What follows belongs to an exercise in optimizing a design on an open flow for small area and a short achievable clock period; a production flow would make more cautious choices. In this exercise RTL edits were held to simulation tests only and were not proved equivalent to the original. Power figures rest on the tool's default switching activity, not on a simulated workload.

==> standard.sh <==
#!/bin/bash
# synth_recipe.tcl (not shown) runs the flow's synth.tcl, then flattens the netlist and writes it again
# the make line also repeats each setting of config.mk as NAME=value (left out here)
make -C /OpenROAD-flow-scripts/flow DESIGN_CONFIG=/design/flow/config.mk WORK_HOME=/design/flow/orfs CLKGATE_MAP_FILE= SYNTH_SCRIPT=/design/flow/synth_recipe.tcl "${@:-finish}"
==> config.mk <==
export PLATFORM = sky130hd
export DESIGN_NAME = mmu
export DESIGN_NICKNAME = mmu
export VERILOG_FILES = /design/flow/design.v
export SDC_FILE = /design/flow/constraint.sdc
export NUM_CORES = 4
export LEC_CHECK = 0
export CAP_MARGIN = 20
export CORE_MARGIN = 2
export CORE_UTILIZATION = 50
export PLACE_DENSITY = 0.6
export SETUP_SLACK_MARGIN = 2.0
export SLEW_MARGIN = 20
export SYNTH_HIERARCHICAL = 1
export TNS_END_PERCENT = 20
==> design.v <==
`timescale 1ns/10ps
`default_nettype none
module mmu_out_bit0 (
   input  logic [1:0] r,
   input  logic [3:0] sel,
   input  logic [3:0] d,
   output logic       y
);
   assign y = (|r) | (|(sel & d));
endmodule
module mmu_out_bit (
   input  logic [1:0] r,
   input  logic [1:0] s,
   input  logic [1:0] w,
   input  logic [1:0] d,
   input  logic [3:0] f,
   input  logic [3:0] m,
   output logic       y
);
   assign y = (|r) | (|s) | (|(w & d)) | (|(f & m));
endmodule
`default_nettype wire
`timescale 1ns/10ps
`default_nettype none
module mmu (
   input  logic                         clk,
   input  logic                         resetb,
   input  logic [31:0]                  im_addr,
   input  logic [31:0]                  im_data,
   output logic [11:2]                  im_addr_out,
   output logic [31:0]                  im_do,
   input  logic [31:0]                  dm_addr,
   input  logic [31:0]                  dm_wdata,
   input  logic [3:0]                   dm_be,
   input  logic                         dm_we,
   input  logic                         dm_is_signed,
   output logic [31:0]                  dm_do,
   input  logic [31:0]                  io_data_read,
   output logic [7:0]                   io_addr,
   output logic [31:0]                  io_wdata,
   output logic                         io_en,
   output logic                         io_we
);
   assign im_addr_out = im_addr[11:2];
   always_ff @(posedge clk or negedge resetb) begin
      if (!resetb) begin
         im_do <= 32'h0000_0013;
      end else begin
         im_do <= im_data;
      end
   end
   logic in_ram;
   logic in_io;
   logic legal;
   logic be_b;      
   logic be_h;      
   logic be_w;      
   assign in_ram = !dm_addr[31] && (dm_addr[30:28] != 3'b000);
   assign in_io  = (dm_addr[31:8] == 24'h80_0000);
   always_comb begin
      be_b = 1'b0;
      be_h = 1'b0;
      be_w = 1'b0;
      case (dm_be)
         4'b0001, 4'b0010, 4'b0100, 4'b1000: be_b = 1'b1;
         4'b0011, 4'b1100:                   be_h = 1'b1;
         4'b1111:                            be_w = 1'b1;
         default: ;
      endcase
   end
   assign legal = be_b | be_h | be_w;
   logic [31:0] lane_w;
   assign lane_w[7:0]   = dm_wdata[7:0] & {8{dm_be[0] & legal}};
   assign lane_w[15:8]  = (dm_be[0] ? dm_wdata[15:8] : dm_wdata[7:0]) & {8{dm_be[1] & legal}};
   assign lane_w[23:16] = (dm_be[0] ? dm_wdata[23:16] : dm_wdata[7:0]) & {8{dm_be[2] & legal}};
   assign lane_w[31:24] = (dm_be[0] ? dm_wdata[31:24] :
                           dm_be[2] ? dm_wdata[15:8] : dm_wdata[7:0]) & {8{dm_be[3] & legal}};
   logic [63:0]       dec;
   logic              ram_wr;
   logic [63:0][31:0] mem;
   logic [31:0]       mem_rd_a;     
   logic [31:0]       mem_rd_b;     
   logic [31:0]       rd_b;
   logic [31:0]       rd;
   logic              wb_valid;
   logic [5:0]        wb_idx;
   logic [3:0]        wb_be;
   logic [31:0]       wb_data;
   logic [63:0]       wb_dec;
   logic              wb_hit;
   assign dec    = 64'd1 << dm_addr[7:2];
   assign ram_wr = dm_we && legal && in_ram;
   always_ff @(posedge clk) begin
      wb_valid <= ram_wr;
      wb_idx   <= dm_addr[7:2];
      wb_be    <= dm_be;
      wb_data  <= lane_w;
   end
   assign wb_dec = 64'd1 << wb_idx;
   genvar w, l;
   for (w = 0; w < 64; w++) begin : g_word
      for (l = 0; l < 4; l++) begin : g_lane
         always_ff @(posedge clk) begin
            if (wb_valid && wb_dec[w] && wb_be[l]) begin
               mem[w][l*8 +: 8] <= wb_data[l*8 +: 8];
            end
         end
      end
   end
   always_comb begin
      mem_rd_a = '0;
      mem_rd_b = '0;
      for (int i = 0; i < 32; i++) begin
         mem_rd_a = mem_rd_a | (mem[i] & {32{dec[i]}});
         mem_rd_b = mem_rd_b | (mem[32+i] & {32{dec[32+i]}});
      end
   end
   assign wb_hit = wb_valid && (wb_idx == dm_addr[7:2]);
   for (l = 0; l < 4; l++) begin : g_fwd
      assign rd[l*8 +: 8]   = (wb_hit && wb_be[l]) ? wb_data[l*8 +: 8] : mem_rd_a[l*8 +: 8];
      assign rd_b[l*8 +: 8] = (wb_hit && wb_be[l]) ? 8'h00 : mem_rd_b[l*8 +: 8];
   end
   logic [3:0] lo;         
   logic       b1_l1;      
   logic       b1_l3;      
   logic       wd;         
   logic [3:0] f1;         
   logic [3:0] f2;         
   assign lo[0] = dm_be[0];
   assign lo[1] = be_b && dm_be[1];
   assign lo[2] = dm_be[2] && !dm_be[1] && !dm_be[0];
   assign lo[3] = be_b && dm_be[3];
   assign b1_l1 = dm_be[1] && dm_be[0];
   assign b1_l3 = be_h && dm_be[3];
   assign wd    = be_w;
   assign f1    = {4{be_b && dm_is_signed}} & dm_be;
   assign f2    = {be_b && dm_be[3] || be_h && dm_be[3], be_b && dm_be[2],
                   be_b && dm_be[1] || be_h && dm_be[1], be_b && dm_be[0]}
                  & {4{dm_is_signed}};
   function automatic logic [31:0] pick(input logic [31:0] s,
                                        input logic [3:0]  lo,
                                        input logic        b1l1,
                                        input logic        b1l3,
                                        input logic        wd);
      logic [31:0] r;
      r[7:0]   = (s[7:0]   & {8{lo[0]}}) | (s[15:8]  & {8{lo[1]}}) |
                 (s[23:16] & {8{lo[2]}}) | (s[31:24] & {8{lo[3]}});
      r[15:8]  = (s[15:8] & {8{b1l1}}) | (s[31:24] & {8{b1l3}});
      r[31:16] = s[31:16] & {16{wd}};
      pick     = r;
   endfunction
   function automatic logic fill(input logic [31:0] s, input logic [3:0] f);
      fill = |(f & {s[31], s[23], s[15], s[7]});
   endfunction
   logic [31:0] st_val;
   logic        st_s1;
   logic        st_s2;
   always_comb begin
      if (be_w) begin
         st_val = dm_wdata;
      end else if (be_h) begin
         st_val = {16'h0000, dm_wdata[15:0]};
      end else begin
         st_val = {24'h00_0000, dm_wdata[7:0]};
      end
   end
   assign st_s1 = dm_is_signed && be_b && dm_wdata[7];
   assign st_s2 = dm_is_signed && (be_b && dm_wdata[7] || be_h && dm_wdata[15]);
   logic [31:0] res_q;
   logic [31:0] res_b_q;
   logic        s1_q;         
   logic        s2_q;         
   logic        s1_b_q;
   logic        s2_b_q;
   logic        ram_ok;
   assign ram_ok = in_ram && legal;
   always_ff @(posedge clk or negedge resetb) begin
      if (!resetb) begin
         res_q   <= '0;
         res_b_q <= '0;
         s1_q    <= 1'b0;
         s2_q    <= 1'b0;
         s1_b_q  <= 1'b0;
         s2_b_q  <= 1'b0;
      end else begin
         res_q <= !ram_ok ? 32'h0 : dm_we ? st_val : pick(rd, lo, b1_l1, b1_l3, wd);
         s1_q  <= ram_ok && (dm_we ? st_s1 : fill(rd, f1));
         s2_q  <= ram_ok && (dm_we ? st_s2 : fill(rd, f2));
         res_b_q <= (ram_ok && !dm_we) ? pick(rd_b, lo, b1_l1, b1_l3, wd) : 32'h0;
         s1_b_q  <= ram_ok && !dm_we && fill(rd_b, f1);
         s2_b_q  <= ram_ok && !dm_we && fill(rd_b, f2);
      end
   end
   assign io_wdata = wb_data;
   logic       io_en_q;
   logic       io_we_q;
   logic [7:0] io_addr_q;
   always_ff @(posedge clk or negedge resetb) begin
      if (!resetb) begin
         io_en_q <= 1'b0;
         io_we_q <= 1'b0;
      end else begin
         io_en_q <= in_io;
         io_we_q <= in_io && dm_we && legal;
      end
   end
   always_ff @(posedge clk) begin
      io_addr_q <= dm_addr[7:0];
   end
   assign io_en   = io_en_q;
   assign io_we   = io_we_q;
   assign io_addr = io_addr_q;
   logic [3:0] io_lo_q;
   logic       io_b1_l1_q;
   logic       io_b1_l3_q;
   logic       io_wd_q;
   logic [3:0] io_f1_q;
   logic [3:0] io_f2_q;
   logic       io_ok;
   assign io_ok = in_io && legal;
   always_ff @(posedge clk or negedge resetb) begin
      if (!resetb) begin
         io_lo_q    <= '0;
         io_b1_l1_q <= 1'b0;
         io_b1_l3_q <= 1'b0;
         io_wd_q    <= 1'b0;
         io_f1_q    <= '0;
         io_f2_q    <= '0;
      end else begin
         io_lo_q    <= lo & {4{io_ok}};
         io_b1_l1_q <= b1_l1 && io_ok;
         io_b1_l3_q <= b1_l3 && io_ok;
         io_wd_q    <= wd && io_ok;
         io_f1_q    <= f1 & {4{io_ok}};
         io_f2_q    <= f2 & {4{io_ok}};
      end
   end
   logic [3:0] io_msb;
   assign io_msb = {io_data_read[31], io_data_read[23], io_data_read[15], io_data_read[7]};
   genvar b;
   for (b = 0; b < 8; b++) begin : g_out0
      mmu_out_bit0 u_bit (
         .r   ({res_b_q[b], res_q[b]}),
         .sel (io_lo_q),
         .d   ({io_data_read[24+b], io_data_read[16+b], io_data_read[8+b], io_data_read[b]}),
         .y   (dm_do[b])
      );
   end
   for (b = 8; b < 16; b++) begin : g_out1
      mmu_out_bit u_bit (
         .r   ({res_b_q[b], res_q[b]}),
         .s   ({s1_b_q, s1_q}),
         .w   ({io_b1_l3_q, io_b1_l1_q}),
         .d   ({io_data_read[16+b], io_data_read[b]}),
         .f   (io_f1_q),
         .m   (io_msb),
         .y   (dm_do[b])
      );
   end
   for (b = 16; b < 32; b++) begin : g_out2
      mmu_out_bit u_bit (
         .r   ({res_b_q[b], res_q[b]}),
         .s   ({s2_b_q, s2_q}),
         .w   ({1'b0, io_wd_q}),
         .d   ({1'b0, io_data_read[b]}),
         .f   (io_f2_q),
         .m   (io_msb),
         .y   (dm_do[b])
      );
   end
endmodule
`default_nettype wire
==> flow/run.sh <==
#!/bin/bash
# Layout: the standard flow (standard synthesis unchanged), with two
# changes to how the layout is built:
#  - the port buffers are buf_2 cells instead of the delay-cell buffer
#    that buffer_ports picks by default;
#  - clock tree synthesis runs without dummy loads.
# Each tool's full output stays in orfs/logs/; make's output goes to
# run_make.log in this folder.
set -euo pipefail
CTS="-sink_clustering_enable -repair_clock_nets -sink_clustering_size 24 -sink_clustering_max_diameter 80 -dont_use_dummy_load"
bash standard.sh \
  "BUFFER_PORTS_ARGS=-buffer_cell sky130_fd_sc_hd__buf_2" \
  "CTS_ARGS=$CTS" \
  finish > run_make.log 2>&1
==> constraint.sdc <==
create_clock -name core_clock -period 4.2 [get_ports {clk}]
set_input_delay 0.8400 -clock core_clock [delete_from_list [all_inputs] [get_ports {clk}]]
set_output_delay 0.8400 -clock core_clock [all_outputs]
set_load 0.01 [all_outputs]
==> summary.txt, run 1 <==
STA
  – Least-Margin Pin Slew: 1.07 ns
  – F_max: 0.335 GHz
  – Unrepaired setup endpoints after global routing: true
  – Skew final: approximately 0.14 ns
  – Slew margin rel.: 28.8%
  – Fin crit share: 71.0%
  – Final hold violation count: 0
  – Endpoints failing setup: 0
  – Min cycle time layout: 2.98 ns
  – Final Slew Violations: 0

Route
  – Drt total wl: between 300000 and 400000 um
  – DRC errors left: 0
  – Antenna Nets Post-Route: 0
  – Via Count: 59200
  – Pre-antenna DRT Iters: 9
  – Vias per cell: 7.15
  – DRT iter0 DRCs: around 11000
  – Routed length per instance: 42.5 um

Run status
  – Outcome: no timing/DRC/antenna violations

Final layout
  – Share of cells above drive strength 1: 34.2%
  – Most frequent cells in the layout: edfxtp_1, a22oi_1, buf_4
  – Finished Cell Area: 105000 um^2
  – Area of the multi-input gates: around 21000 um^2
  – Register area: 65400 um^2
  – Final nets: 6230
  – Filler Cell Count: about 12000
  – Most common cell after layout, fill and taps aside: edfxtp_1
  – Area Overhead vs Synth: 24.7%

GRT
  – Initial antenna violation count: 28
  – Total track usage: 39.5%
  – Met3 Resource Use GR: 13.6%
  – Largest net degree at the start of global routing: 68
  – Met2 Usage GRT: between 50% and 60%
  – First-pass GRT wire length: 456000 um
  – Met1 GRT Util: 54.5%
  – Vias in the first global route: about 53000
  – Grt ovf: 0
  – GRT Max-Usage Layer: met2

Logic synthesis
  – Post-synthesis sequential area ratio: 77.8%
  – Ys async rst share: approximately 5.3%
  – Unique cell type count in the Yosys netlist: between 80 and 90
  – #FFs+latches synth: 2210
  – Syn Inst Count: between 5000 and 6000
  – Synth Warn #: 7
  – Avg Cell Area, Syn: 16.7 um^2
  – EDFF count, synth: slightly above 2000
  – Mapped Area: 84000 um^2
  – Synth Flop Type: edfxtp_1

Placed design
  – DP HPWL: 214000 um
  – Placed Instance Area: 90800 um^2
  – GPL Wtd Cong: 0.950
  – Buffers added on ports: 241

Power
  – Pwr Density: 369 nW/um^2
  – Max IR drop VDD: 0.000351 V
  – Pwr Total: 38.6 mW
  – Pleak: 32.0 nW

Clock tree
  – Clock Sinks: 2210
  – CTS tree: yes
  – Root buf cell: clkbuf_16
  – CTS Buf Count: approximately 110
  – Max H-tree Level: 3
  – Clk Latency, worst-skew pair: 0.88 ns
  – Clock transition at the registers of the reported paths: about 0.08 ns
  – CTS max path bufs: 3

Worst setup path
  – Critical path class: reg2out
  – Worst EP arrival: 2.14 ns
  – Worst path buffer plus inverter count: 2
  – Cell-by-cell trace of the critical path: buf_8 -> nor4_4 -> nand4_1 -> buf_2
  – Top delay family on crit path: flip-flops
  – Startpoint Class: flip-flop
  – Crit path max fanout: 7
  – Crit end category: primary output
  – Required @ worst endpoint: between 3 and 4 ns
  – Slowest-stage cell, CP: dfrtp_4
  – Largest stage delay, worst path: between 0.5 and 0.6 ns

Job
  – Max-Cap Viols: 0

Floorplan
  – Chip width: ~410 um
  – Die height: 414 um
  – Starting density of the core: approximately 50%
  – Core area: about 170000 um^2
  – Die area: 171000 um^2
  – Number of top-level pins: 284
  – Rows: 150

Hold path
  – Classification of the worst-slack hold path: in2reg
==> power by group <==
group          switching (mW)  leakage, nW  internal (mW)
clock                    6.78         1.39           4.77
sequential              0.128         16.6           24.0
combinational            1.87         14.0           1.06
total                    8.78         32.0           29.8
==> registers in the layout, indices dropped and copies added, names as in the netlist, 3 cells and up <==
register,cells
res_b_q,32
wb_data,32
io_addr_q,3
wb_be,4
res_q,32
io_f1_q,4
im_do,32
wb_idx,5
io_lo_q,4
io_f2_q,4
mem,2048
==> through the flow <==
step / setup WS (ns) / setup TNS [ns] / hold slack, ns / instances / utilization (%)
6_report: 1.22 / 0 / 0.109 / 8282 / 62.7
5_1_grt: 1.21 / 0 / 0.116 / 8267 / 62.6
4_1_cts: 1.25 / 0 / 0.0954 / 8121 / 60.9
3_5_place_dp: -0.0694 / -0.121 / 0.568 / 7612 / 54.3
3_3_place_gp: -0.0580 / -0.0805 / 0.566 / 7611 / 54.3
2_1_floorplan: 1.33 / 0 / 0.544 / 5072 / -
==> Yosys cell counts (8+ instances only) <==
cell type	number	share of area [%]
edfxtp_1	2048	73
a22oi_1	789	7.1
and2_1	206	1.5
nor2_1	199	0.89
nand2_1	191	0.85
nand4_1	160	1.2
clkbuf_1	123	0.55
a22o_1	122	1.3
nor3_1	117	0.70
dfrtp_1	114	3.4
buf_2	111	0.66
a221oi_1	105	1.1
a21oi_1	82	0.49
and3_1	71	0.53
nand3_1	61	0.36
dfxtp_1	45	1.1
mux2i_1	35	0.42
nand3b_1	29	0.26
buf_4	28	0.25
nor4_1	27	0.20
or4_1	26	0.23
nor4_2	24	0.36
buf_1	23	0.10
a211oi_1	17	0.15
nor2_2	16	0.12
o22ai_1	15	0.11
buf_6	14	0.19
o21ai_0	14	0.083
a2111oi_0	13	0.14
a221o_1	12	0.14
or3b_2	12	0.13
nor2b_1	11	0.082
a32oi_1	10	0.10
a222oi_1	9	0.11
a31oi_1	9	0.067
and4_1	9	0.094
nor2_4	9	0.12
or3_1	9	0.067
o21a_1	8	0.072
==> final cells by class <==
cell class              instances  share of cell area, %
multi-input cells            2556                   20.4
well taps                    2204                   2.63
clock buffers                 113                   2.70
repair buffers               1174                   11.7
flip-flops and latches       2210                   62.5
diodes                         18                 0.0430
inverters                       7                 0.0251
==> modules after synthesis, one instance, submodules excluded <==
module | cell area (um^2) | cells inside | flops+latches | times used
mmu | 82800 | 4897 | 2210 | 1
mmu_out_bit0 | 21.3 | 3 | 0 | 8
mmu_out_bit | 41.3 | 5 | 0 | 24
==> what timing repair did <==
item	CTS	global route
pin swaps	297	255
hold buffers	0	0
buffers inserted	360	135
gates cloned	36	8
gates resized for setup	838	333
setup endpoints to repair	2142	1577
==> cells by family after synthesis <==
family | count (synthesis) | share of synthesized area, %
AOI/OAI and AO/OA | 1249 | 11.4
other | 1 | 0.00447
and+or+nand+nor | 1228 | 8.41
buffers and inverters | 308 | 1.83
xor gates and xnor gates | 7 | 0.0820
muxes | 38 | 0.471
DFF | 2210 | 77.8
==> metal layers <==
metal,part of all wire (%),vias up
met2,42,5544
li1,-,22600
met1,35,30000
met3,17,990
met5,0.055,-
met4,5.8,24
==> final timing paths <==
kind	startpoint	end	slack [ns]	depth (start not counted)
min reg2reg	wb_data[21]	mem[789]	0.56	0
min	im_data[1]	im_do[1]	0.11	1
max reg2reg	wb_idx[0]	mem[933]	1.40	6
max	s2_b_q	dm_do[30]	1.22	4
min in group asynchronous	resetb	res_q[10]	0.12	1
max in group asynchronous	resetb	s2_b_q	3.14	2
==> run 2: changes to the inputs <==
--- a/config.mk
+++ b/config.mk
@@ -9,7 +9,7 @@
 export CORE_MARGIN = 2
 export CORE_UTILIZATION = 50
 export PLACE_DENSITY = 0.6
-export SETUP_SLACK_MARGIN = 2.0
+export SETUP_SLACK_MARGIN = 1.8
 export SLEW_MARGIN = 20
 export SYNTH_HIERARCHICAL = 1
-export TNS_END_PERCENT = 20
+export TNS_END_PERCENT = 50
==> run 2 against run 1 <==
Against the previous run:
- still clean on timing, DRC and antenna
- setup slack got worse by 0.17 ns
- first-iteration DRC count increased by 4.5%
- clock power hardly changed
- routed wire length is 0.58% lower
- register-to-register slack improved by 0.13 ns
- critical path type unchanged
- largest cell class unchanged
==> summary.txt, run 2 <==
Run status
  – Outcome: no timing/DRC/antenna violations

Placed design
  – DP HPWL: 219000 um (+2.5%)
  – Buffers added on ports: 241 (unchanged)
  – Cells after DPL: 7636 (+0.32%)
  – GPL Wtd Cong: 0.971 (+2.2%)
  – Setup WS pre-CTS: 0.0259 ns (+0.0953 ns)

GRT
  – First-pass GRT wire length: 458000 um (+0.50%)
  – Grt ovf: 0 (unchanged)
  – Total track usage: 39.8% (+0.27 points)
  – Largest net degree at the start of global routing: 82 (+21%)
  – Vias in the first global route: 52900 (-0.62%)
  – Initial antenna violation count: 33 (+18%)

Logic synthesis
  – Unique cell type count in the Yosys netlist: 83 (unchanged)
  – EDFF count, synth: 2048 (unchanged)
  – Most common cell in the netlist: edfxtp_1
  – Area contributors post-synth: edfxtp_1, a22oi_1, dfrtp_1
  – Ys async rst share: 5.29% (unchanged)
  – Yosys top cell by area: edfxtp_1
  – Mapped Area: 84000 um^2 (unchanged)
  – Syn Inst Count: 5041 (unchanged)
  – Avg Cell Area, Syn: 16.7 um^2 (unchanged)
  – Synth Warn #: 7 (unchanged)
  – Synth top cells by count: edfxtp_1, a22oi_1, and2_1, nor2_1, nand2_1
  – Synth Flop Type: edfxtp_1
  – Synth top area share: 73.3% (unchanged)
  – Post-synthesis sequential area ratio: 77.8% (unchanged)
  – #FFs+latches synth: 2210 (unchanged)

Clock tree
  – CTS tree: yes
  – CTS max path bufs: 3 (unchanged)
  – Root buf cell: clkbuf_16
  – CTS Buf Count: 113 (unchanged)
  – Clock transition at the registers of the reported paths: 0.10 ns (+0.02 ns)
  – Clock Sinks: 2210 (unchanged)
  – Max H-tree Level: 3 (unchanged)
  – Clk Latency, worst-skew pair: 0.80 ns (-0.08 ns)
  – Hold_buf cts: 0 (unchanged)

Route
  – Antenna Nets Post-Route: 0 (unchanged)
  – DRC errors left: 0 (unchanged)
  – Vias per cell: 7.10 (-0.58%)
  – Drt total wl: 350000 um (-0.58%)
  – Pre-antenna DRT Iters: 7 (-2)
  – Routed length per instance: 42.5 um (about the same)
  – DRT iter0 DRCs: 11400 (+4.5%)
  – Via Count: 58500 (-1.2%)

Job
  – Max-Cap Viols: 0 (unchanged)

Worst setup path
  – Startpoint Class: flip-flop
  – Slowest-stage cell, CP: dfrtp_4
  – Largest stage delay, worst path: 0.52 ns (-0.03 ns)
  – Crit end category: primary output
  – Critical path class: reg2out
  – Cell-by-cell trace of the critical path: buf_6 -> nor4_4 -> nand4_1 -> buf_2
  – Worst Reg-to-Reg Cells: 9 (+3)
  – Crit path max fanout: 4 (-3)
  – Reg2reg start: wb_idx[4]
  – FF-to-FF End: res_q[13]
  – R2R setup slack: 1.53 ns (+0.13 ns)
  – Worst EP arrival: 2.31 ns (+0.17 ns)
  – Required @ worst endpoint: 3.36 ns (about the same)

STA
  – Min cycle time layout: 3.15 ns (+0.167 ns)
  – Endpoints failing setup: 0 (unchanged)
  – Hold slack: 0.0274 ns (-0.0815 ns)
  – Slew margin rel.: 35.3% (+6.6 points)
  – Setup TNS: 0 ns (unchanged)
  – Worst setup margin: 1.05 ns (-0.167 ns)
  – Skew final: 0.0928 ns (-0.0522 ns)
  – Final hold violation count: 0 (unchanged)
  – Final Slew Violations: 0 (unchanged)
  – F_max: 0.318 GHz (-5.3%)
  – Least-Margin Pin Slew: 0.964 ns (-0.105 ns)
  – Fin crit share: 75.0% (+4.0 points)
  – Unrepaired setup endpoints after global routing: true

Floorplan
  – Die area: 171000 um^2 (unchanged)
  – Number of top-level pins: 284 (unchanged)
  – Starting density of the core: 50.3% (unchanged)
  – Chip width: 414 um (unchanged)
  – Core area: 167000 um^2 (unchanged)
  – Die height: 414 um (unchanged)
  – Rows: 150 (unchanged)

Final layout
  – Finished Layout Cells: 8233 (-0.59%)
  – Area of the multi-input gates: 21100 um^2 (-1.2%)
  – Core Util, Final: 61.9% (-0.77 points)
  – Reg with most FFs: mem
  – Most frequent cells in the layout: edfxtp_1, a22oi_1, buf_4
  – Final nets: 6178 (-0.83%)
  – Max reg flops: 2048 (unchanged)
  – Register area: 65400 um^2 (about the same)
  – Area Overhead vs Synth: 23.1%
  – Filler Cell Count: 12100 (+1.9%)
  – Most common cell after layout, fill and taps aside: edfxtp_1
  – Share of cells above drive strength 1: 34.3% (+0.047 points)

Power
  – Max IR drop VDD: 0.000354 V (+0.93%)
  – Pwr Density: 373 nW/um^2 (+1.1%)
  – Pleak: 31.4 nW (-1.8%)

Hold path
  – Classification of the worst-slack hold path: in2async
run 2: cell types whose count changed in the layout (fill, tap and decap cells not counted), moves of 9 or more:
cell,change
a221oi_1,+10
a221oi_2,-10
and2_1,-72
and2_2,+74
buf_12,-17
buf_16,-19
buf_2,+10
buf_4,-10
buf_6,-24
nand2_1,+9
nand2_4,-9
nor2_2,+9
run 2: power by group:
part	internal (mW)	switching, mW	total (mW)	leakage [nW]
combinational	1.03	1.87	2.90	13.4
sequential	24.0	0.115	24.1	16.6
clock	4.77	6.77	11.5	1.39
run 2: cell families (layout without fill, tap and decap cells):
kind of cell | after synthesis | after routing | share of synthesized area (%)
AOI/OAI and AO/OA | 1249 | 1249 | 11.4
xor gates and xnor gates | 7 | 7 | 0.0820
buffers and inverters | 308 | 1238 | 1.83
DFF | 2210 | 2210 | 77.8
muxes | 38 | 38 | 0.471
other | 1 | 53 | 0.00447
and+or+nand+nor | 1228 | 1234 | 8.41
run 2: per-module statistics from Yosys, one instance, submodules excluded:
module,area (um^2),times used,cells,flops+latches
mmu,82800,1,4897,2210
mmu_out_bit,41.3,24,5,0
mmu_out_bit0,21.3,8,3,0
run 2: what timing repair did:
item                                   in CTS  in global routing
buffers inserted                          334                 97
gates cloned                               27                  5
setup endpoints to repair                1850               1437
endpoints found under the hold margin       0                  0
pin swaps                                 290                200
gates resized for setup                   809                313
run 2: layout make-up:
cell class,count,area share (%)
multi-input cells,2560,20.4
repair buffers,1118,10.8
well taps,2204,2.67
clock buffers,113,2.74
flip-flops and latches,2210,63.3
diodes,21,0.0508
inverters,7,0.0254
run 2: worst max-delay path by stage:
stage / from / endpoint / slack, ns / cells after the start
2_1_floorplan: dm_addr[3] / res_q[6] / 1.33 / 12
3_3_place_gp: dm_addr[3] / res_q[12] / -0.14 / 10
3_5_place_dp: dm_addr[6] / res_b_q[4] / 0.03 / 13
4_1_cts: s1_b_q / dm_do[12] / 1.10 / 4
5_1_grt: s1_b_q / dm_do[15] / 1.04 / 4
6_report: s1_b_q / dm_do[10] / 1.05 / 4
run 2: worst max-delay path, delay by kind of cell (launching register included):
| family | cells | cell delay [ns] |
|---|---|---|
| AND/OR/NAND/NOR | 2 | 0.66 |
| flip-flops | 1 | 0.52 |
| buffers and inverters | 2 | 0.37 |
run 2: layer usage:
metal  GRT usage [%]  share of wire [%]
met4            20.3                6.4
met5               0              0.064
met3            12.8                 16
met1            55.6                 36
met2            55.9                 42
run 2: through the flow:
stage	total power, mW	instance area, um^2
floorplan	25.5	84800
global placement	26.7	90900
detailed placement	26.7	91000
CTS	38.1	101000
global route	39.1	103000
finish	38.5	103000

separate check: timing with driven ports:
How much do the figures lean on ideal ports? The routed layouts below were timed once more, with nothing changed but the port constraints.
Step 1 sets driving cells, clkbuf_16 on the clock port and buf_2 on the other inputs (assumed; they add their load-dependent delay and slew).
Step 2, shift: input delay + t, output delay - t, t = (earliest + latest rising clock arrival at the registers) / 2. This alone moves slack from input paths to output paths.
Slacks: ideal ports / drivers / drivers and shift; pairs: ideal ports / drivers.
run | shift t [ns] | slack for setup (ns) | worst hold slack (ns)
run 1 | 0.887 | 1.219 / 1.138 / 0.362 | 0.109 / 0.052 / 0.555
run 2 | 0.848 | 1.052 / 0.963 / 0.157 | 0.027 / -0.032 / 0.574
After both steps every run listed still meets setup and hold. For run 2, which loses most, drivers alone change the setup slack by -0.089 ns; drivers and shift together by -0.895 ns.
